From an optimization exercise on the open Yosys and OpenROAD flow, aimed at small area, a short achievable clock period and few clock cycles; shortcuts taken in it are not production practice. Only simulation tests tie the RTL to the original design; equivalence was not proved. Power and IR drop assume default switching activity.

==> build 1: inputs <==
Design aether_engine, start of the top module:
module aether_engine (
  input  logic        clk_i,
  input  logic        arst_n_i,
  input  logic [3:0]  instruction_i,
  input  logic [3:0]  param_1_i,
  input  logic [15:0] param_2_i,
  output logic [15:0] data_o,
  output logic        interrupt_o
);
  localparam int BANKS = aether_pkg::BANKS;
  logic [3:0]  op_q;
  logic [3:0]  sel_q;
  logic [15:0] arg_q;
  logic [35:0] wsel_q;    
  always_ff @(posedge clk_i or negedge arst_n_i)
  begin
    if (!arst_n_i)
      op_q <= '0;
    else
      op_q <= instruction_i;
  end
  always_ff @(posedge clk_i)
  begin
    sel_q  <= param_1_i;
    arg_q  <= param_2_i;
    wsel_q <= 36'(64'd1 << param_2_i[5:0]);
  end
  logic is_wr, is_cont;
  assign is_wr   = (op_q == aether_pkg::OP_WRR);
  assign is_cont = (op_q == aether_pkg::OP_CONT);
  logic [15:0] mstrt_q, mstrt_d;
  logic [15:0] mendd_q, mendd_d;
  logic [2:0]  bcfg1_q, bcfg1_d;    
  logic [5:0]  wptr_q;
  always_comb
  begin
    mstrt_d = mstrt_q;
    mendd_d = mendd_q;
    bcfg1_d = bcfg1_q;
    if (is_wr)
    begin
      case (sel_q)
        4'd2: mstrt_d = arg_q;
        4'd3: mendd_d = arg_q;
        4'd4: bcfg1_d = (arg_q > 16'd4) ? 3'd4 : arg_q[2:0];
        default: ;
      endcase
    end
  end
  always_ff @(posedge clk_i or negedge arst_n_i)
  begin
    if (!arst_n_i)
    begin
      mstrt_q <= '0;
      mendd_q <= '0;
      bcfg1_q <= 3'd4;
    end
    else
    begin
      mstrt_q <= mstrt_d;
      mendd_q <= mendd_d;
      bcfg1_q <= bcfg1_d;
    end
  end
  always_ff @(posedge clk_i or negedge arst_n_i)
  begin
    if (!arst_n_i)
  ...
clock: 8.0 ns
lec_check: 0
cap_margin: 20
core_margin: 2
core_utilization: 55
cts_cluster_diameter: 75
cts_cluster_size: 26
setup_slack_margin: 4.6
slew_margin: 20
tns_end_percent: 5
run.sh (not shown) runs the stock make flow with config.mk's settings and CLKGATE_MAP_FILE= SYNTH_SCRIPT=/design/flow/synth_recipe.tcl, a recipe that flattens the netlist after the stock synthesis.
==> inputs of trial 30, as changes to build 1 <==
--- a/flow/design.v
+++ b/flow/design.v
@@ -45,58 +45,80 @@
   end
   logic is_wr, is_cont;
   assign is_wr   = (op_q == aether_pkg::OP_WRR);
   assign is_cont = (op_q == aether_pkg::OP_CONT);
   logic [15:0] mstrt_q, mstrt_d;
   logic [15:0] mendd_q, mendd_d;
   logic [2:0]  bcfg1_q, bcfg1_d;    
+  logic [2:0]  bcfgw_q;             
   logic [5:0]  wptr_q;
   always_comb
   begin
     mstrt_d = mstrt_q;
     mendd_d = mendd_q;
     bcfg1_d = bcfg1_q;
     if (is_wr)
     begin
       case (sel_q)
         4'd2: mstrt_d = arg_q;
         4'd3: mendd_d = arg_q;
-        4'd4: bcfg1_d = (arg_q > 16'd4) ? 3'd4 : arg_q[2:0];
+        4'd4: bcfg1_d = bcfgw_q;
         default: ;
       endcase
     end
   end
   always_ff @(posedge clk_i or negedge arst_n_i)
   begin
     if (!arst_n_i)
     begin
       mstrt_q <= '0;
       mendd_q <= '0;
       bcfg1_q <= 3'd4;
+      bcfgw_q <= 3'd4;
     end
     else
     begin
       mstrt_q <= mstrt_d;
       mendd_q <= mendd_d;
       bcfg1_q <= bcfg1_d;
+      bcfgw_q <= (param_2_i > 16'd4) ? 3'd4 : param_2_i[2:0];
     end
   end
+  logic [5:0] wptr_d;
+  logic [7:0] bwe_q;     
+  logic [7:0] brow_q;    
+  always_comb
+  begin
+    wptr_d = wptr_q;
+    if (op_q == aether_pkg::OP_STRT)
+      wptr_d = '0;
+    else if (is_cont)
+      wptr_d = wptr_q + 6'd1;
+  end
   always_ff @(posedge clk_i or negedge arst_n_i)
   begin
     if (!arst_n_i)
+    begin
       wptr_q <= '0;
-    else if (op_q == aether_pkg::OP_STRT)
-      wptr_q <= '0;
-    else if (is_cont)
-      wptr_q <= wptr_q + 6'd1;
+      bwe_q  <= '0;
+      brow_q <= '0;
+    end
+    else
+    begin
+      wptr_q <= wptr_d;
+      bwe_q  <= (instruction_i == aether_pkg::OP_CONT) ? 8'd1 << wptr_d[2:0] : 8'd0;
+      brow_q <= 8'd1 << wptr_d[5:3];
+    end
   end
   logic [7:0] last_d, last_q;    
   logic [7:0] lastw_q;           
   logic [7:0] last;              
   logic [7:0] lastw_d;
+  logic [7:0] lasts_q;           
+  logic       wrs;               
   logic       wrm;               
   logic       z_q, zw_q;         
   logic [1:0] lend_d;            
   logic       busy_q, busy_d;
   logic       load_q;            
   logic [4:0] left_q;
   logic       fin_q;             
@@ -108,16 +130,17 @@
   logic       start_move;
   logic       start_load;
   logic       do_move;
   logic       do_load;
   logic       doing;
   logic [4:0] left;
   logic       final_;
+  logic       mv_final;          
   logic       adv;               
-  assign last_d = mendd_d[7:0] - mstrt_d[7:0];
+  assign last_d = wrs ? lasts_q : (wrm ? lastw_q : last_q);
   always_comb
   begin
     case (bcfg1_d)
       3'd1:    lend_d = 2'd0;
       3'd2:    lend_d = 2'd1;
       3'd3:    lend_d = 2'd1;
       default: lend_d = 2'd2;
@@ -125,38 +148,41 @@
   end
   assign early = (instruction_i == aether_pkg::OP_CWGT) && !busy_q && !early_q &&
                  !(is_wr && (sel_q == 4'd2)) && (op_q != aether_pkg::OP_MOVE) &&
                  (bcfg1_d != 3'd0);
   assign mearly = (instruction_i == aether_pkg::OP_MOVE) && !busy_q && !early_q && !mearly_q &&
                   !(is_wr && (sel_q == 4'd2)) && !is_cont &&
                   (op_q != aether_pkg::OP_MOVE) && (op_q != aether_pkg::OP_CWGT);
+  assign wrs     = is_wr && (sel_q == 4'd2);
   assign wrm     = is_wr && (sel_q == 4'd3);
   assign last    = wrm ? lastw_q : last_q;
   assign lastw_d = param_2_i[7:0] - mstrt_d[7:0];
   assign start_move = mearly || ((op_q == aether_pkg::OP_MOVE) && !mearly_q);
   assign start_load = early || ((op_q == aether_pkg::OP_CWGT) && !early_q && (bcfg1_q != 3'd0));
   assign do_move    = busy_q ? !load_q : start_move;
   assign do_load    = busy_q ? load_q  : start_load;
   assign doing      = busy_q || start_move || start_load;
   assign left       = busy_q ? left_q : (start_load ? 5'(lend_d) : last[7:3]);
   assign final_     = busy_q ? fin_q  : (start_load ? (lend_d == 2'd0) : (wrm ? zw_q : z_q));
   assign adv        = doing && !final_;
+  assign mv_final   = busy_q ? fin_q : (wrm ? zw_q : z_q);
   always_ff @(posedge clk_i or negedge arst_n_i)
   begin
     if (!arst_n_i)
     begin
       busy_q      <= 1'b0;
       load_q      <= 1'b0;
       left_q      <= '0;
       fin_q       <= 1'b0;
       lchunk_q    <= '0;
       early_q     <= 1'b0;
       mearly_q    <= 1'b0;
       last_q      <= '0;
       lastw_q     <= '0;
+      lasts_q     <= '0;
       z_q         <= 1'b1;
       zw_q        <= 1'b1;
       interrupt_o <= 1'b0;
     end
     else
     begin
       busy_q      <= adv;
@@ -165,21 +191,50 @@
       left_q      <= left - 5'd1;
       fin_q       <= (left == 5'd1);
       lchunk_q    <= adv ? lchunk_q + 2'd1 : 2'd0;
       early_q     <= early;
       mearly_q    <= mearly;
       last_q      <= last_d;
       lastw_q     <= lastw_d;
+      lasts_q     <= mendd_d[7:0] - param_2_i[7:0];
       z_q         <= (last_d[7:3] == 5'd0);
       zw_q        <= (lastw_d[7:3] == 5'd0);
       interrupt_o <= adv && (left != 5'd1);
     end
   end
   logic [31:0] row_q [BANKS];
   logic        tail  [BANKS];
+  logic [31:0] base0_d;          
+  logic [31:0] base1_d;          
+  logic [31:0] oh_q;             
+  logic [31:0] ohs_q;            
+  logic [7:0]  lt_q;             
+  logic [7:0]  lts_q;            
+  always_ff @(posedge clk_i or negedge arst_n_i)
+  begin
+    if (!arst_n_i)
+    begin
+      oh_q  <= 32'd1;
+      ohs_q <= 32'd1;
+      lt_q  <= '0;
+      lts_q <= '0;
+    end
+    else
+    begin
+      oh_q  <= base0_d;
+      ohs_q <= 32'd1 << param_2_i[7:3];
+      for (int b = 0; b < BANKS; b++)
+      begin
+        lt_q[b]  <= (3'(b) < mstrt_d[2:0]);
+        lts_q[b] <= (3'(b) < param_2_i[2:0]);
+      end
+    end
+  end
+  assign base0_d = wrs ? ohs_q : oh_q;
+  assign base1_d = {base0_d[30:0], base0_d[31]};
   for (genvar b = 0; b < BANKS; b++)
   begin : g_row
     logic [2:0] off_d;
     logic       tail_q;
     logic       tailw_q;
     assign off_d   = 3'(b) - mstrt_d[2:0];
     assign tail[b] = wrm ? tailw_q : tail_q;
@@ -197,15 +252,15 @@
       end
     end
     always_ff @(posedge clk_i)
     begin
       if (adv)
         row_q[b] <= {row_q[b][30:0], row_q[b][31]};
       else
-        row_q[b] <= 32'd1 << 5'(mstrt_d[7:3] + 5'(b < mstrt_d[2:0]));
+        row_q[b] <= (wrs ? lts_q[b] : lt_q[b]) ? base1_d : base0_d;
     end
   end
   logic [15:0] bdat [BANKS];    
   logic [15:0] wdat [BANKS];    
   for (genvar b = 0; b < BANKS; b++)
   begin : g_buf
     logic [15:0] mem_q [8];
@@ -213,18 +268,21 @@
     always_ff @(posedge clk_i)
     begin
       if (adv)
         csel_q <= {csel_q[6:0], csel_q[7]};
       else
         csel_q <= 8'd1;
     end
-    always_ff @(posedge clk_i)
-    begin
-      if (is_cont && (wptr_q[2:0] == 3'(b)))
-        mem_q[wptr_q[5:3]] <= arg_q;
+    for (genvar r = 0; r < 8; r++)
+    begin : g_word
+      always_ff @(posedge clk_i)
+      begin
+        if (bwe_q[b] && brow_q[r])
+          mem_q[r] <= arg_q;
+      end
     end
     always_comb
     begin
       bdat[b] = '0;
       for (int r = 0; r < 8; r++)
         bdat[b] |= mem_q[r] & {16{csel_q[r]}};
     end
@@ -250,15 +308,15 @@
   logic [15:0] rdat [BANKS];    
   logic [15:0] rd_q [BANKS];    
   logic [15:0] ldat [BANKS];    
   for (genvar b = 0; b < BANKS; b++)
   begin : g_bank
     logic [15:0] mem_q [32];
     logic        we;
-    assign we = do_move && (!final_ || tail[b]);
+    assign we = do_move && (!mv_final || tail[b]);
     for (genvar r = 0; r < 32; r++)
     begin : g_word
       always_ff @(posedge clk_i)
       begin
         if (we && row_q[b][r])
           mem_q[r] <= wdat[b];
       end
==> flow/flow/run.sh (new file) <==
#!/bin/bash
# The standard layout (standard.sh, all steps from synthesis to finish), with
# one change: after the placement resize step, every buffer that the flow put
# on a signal port is made a buf_4 (flow/ports.tcl), in place of the small
# delay buffers the port buffering picks. The full output of the make run is
# in standard.log; each ORFS step keeps its own log under orfs/logs/.
set -euo pipefail
export POST_RESIZE_TCL="$PWD/flow/ports.tcl"
bash standard.sh > standard.log 2>&1
==> flow/flow/ports.tcl (new file) <==
# Run after the placement resize step (POST_RESIZE_TCL): every buffer on a
# signal port (not the clock) becomes a buf_4.
set block [ord::get_db_block]
set n 0
foreach bterm [$block getBTerms] {
  if {[$bterm getName] eq "clk_i"} { continue }
  set net [$bterm getNet]
  if {$net eq "NULL"} { continue }
  foreach iterm [$net getITerms] {
    set inst [$iterm getInst]
    set m [[$inst getMaster] getName]
    if {[regexp {^sky130_fd_sc_hd__(clkdlybuf4s|dlygate4sd|buf_|clkbuf_)} $m] && $m ne "sky130_fd_sc_hd__buf_4"} {
      replace_cell [$inst getName] sky130_fd_sc_hd__buf_4
      incr n
    }
  }
}
puts "ports.tcl: replaced $n port buffers with buf_4"
==> flow/standard.sh (new file) <==
#!/bin/bash
# synth_recipe.tcl (not shown) runs the flow's synth.tcl, then flattens the netlist and writes it again
# the make line also repeats each setting of config.mk as NAME=value (left out here)
make -C /OpenROAD-flow-scripts/flow DESIGN_CONFIG=/design/flow/config.mk WORK_HOME=/design/flow/orfs CLKGATE_MAP_FILE= SYNTH_SCRIPT=/design/flow/synth_recipe.tcl "${@:-finish}"
SETUP_SLACK_MARGIN = 4.9   (was 4.6)
removed: flow/run.sh
==> notes <==
Trial 30 finished clean. Build 1 ran to the end with no violations.
Between build 1 and trial 30, the lower worst setup slack is in build 1 (gap 0.23 ns).
Against trial 30, the critical path depth of build 1 is lower by 8.
Against trial 30, the synthesized cell count of build 1 is lower by 5.0%.
Against trial 30, the clock skew of build 1 is lower by 0.0060 ns.
Against trial 30, the via count of build 1 is lower by 6.4%.
Against trial 30, the area after synthesis of build 1 is lower by 1.4%.
Of trial 30 and build 1, trial 30 has the higher non-clock buffer count (gap 289).
Of build 1 and trial 30, trial 30 has the higher clock power (gap about 2%, measured against trial 30).
Power: trial 30 is higher than build 1 (about 27%).
Against trial 30, the hold slack of build 1 is better by 0.0042 ns.
Testbench counts of build 1, summed over its fixed seeds: cycles 5,495.
Testbench counts of trial 30, summed over its fixed seeds: cycles 5,495.

## port drivers added, routing unchanged
No port has a modelled driver above. Below, the same layouts with a new extraction and two added sets of constraints.
Step 1 (the two cells are an assumption about what drives the block):
set clk [get_ports {clk_i}]
set_driving_cell -lib_cell sky130_fd_sc_hd__clkbuf_16 $clk
set_driving_cell -lib_cell sky130_fd_sc_hd__buf_2 [delete_from_list [all_inputs] $clk]
Step 2 times the ports against the registers' clock, not the clock port: input delays grow and output delays shrink by t, the midpoint of the rising clock arrivals with the driver on.
Slacks: no drivers / after step 1 / after step 2; pairs: no drivers / after step 1.
run | shift t [ns] | slack for setup (ns) | hold slack, ns | slew at the worst register clock pin (ns) | worst slew at a driven data input, ns
build 1 | 1.113 | 4.310 / 4.180 / 3.360 | 0.423 / 0.423 / 0.423 | 0.11 / 0.11 | 0.22
trial 30 | 1.132 | 4.542 / 4.493 / 3.562 | 0.419 / 0.419 / 0.419 | 0.11 / 0.11 | 0.15
After both steps every run listed still meets setup and hold. For trial 30, which loses most, drivers alone change the setup slack by -0.049 ns; drivers and shift together by -0.980 ns.
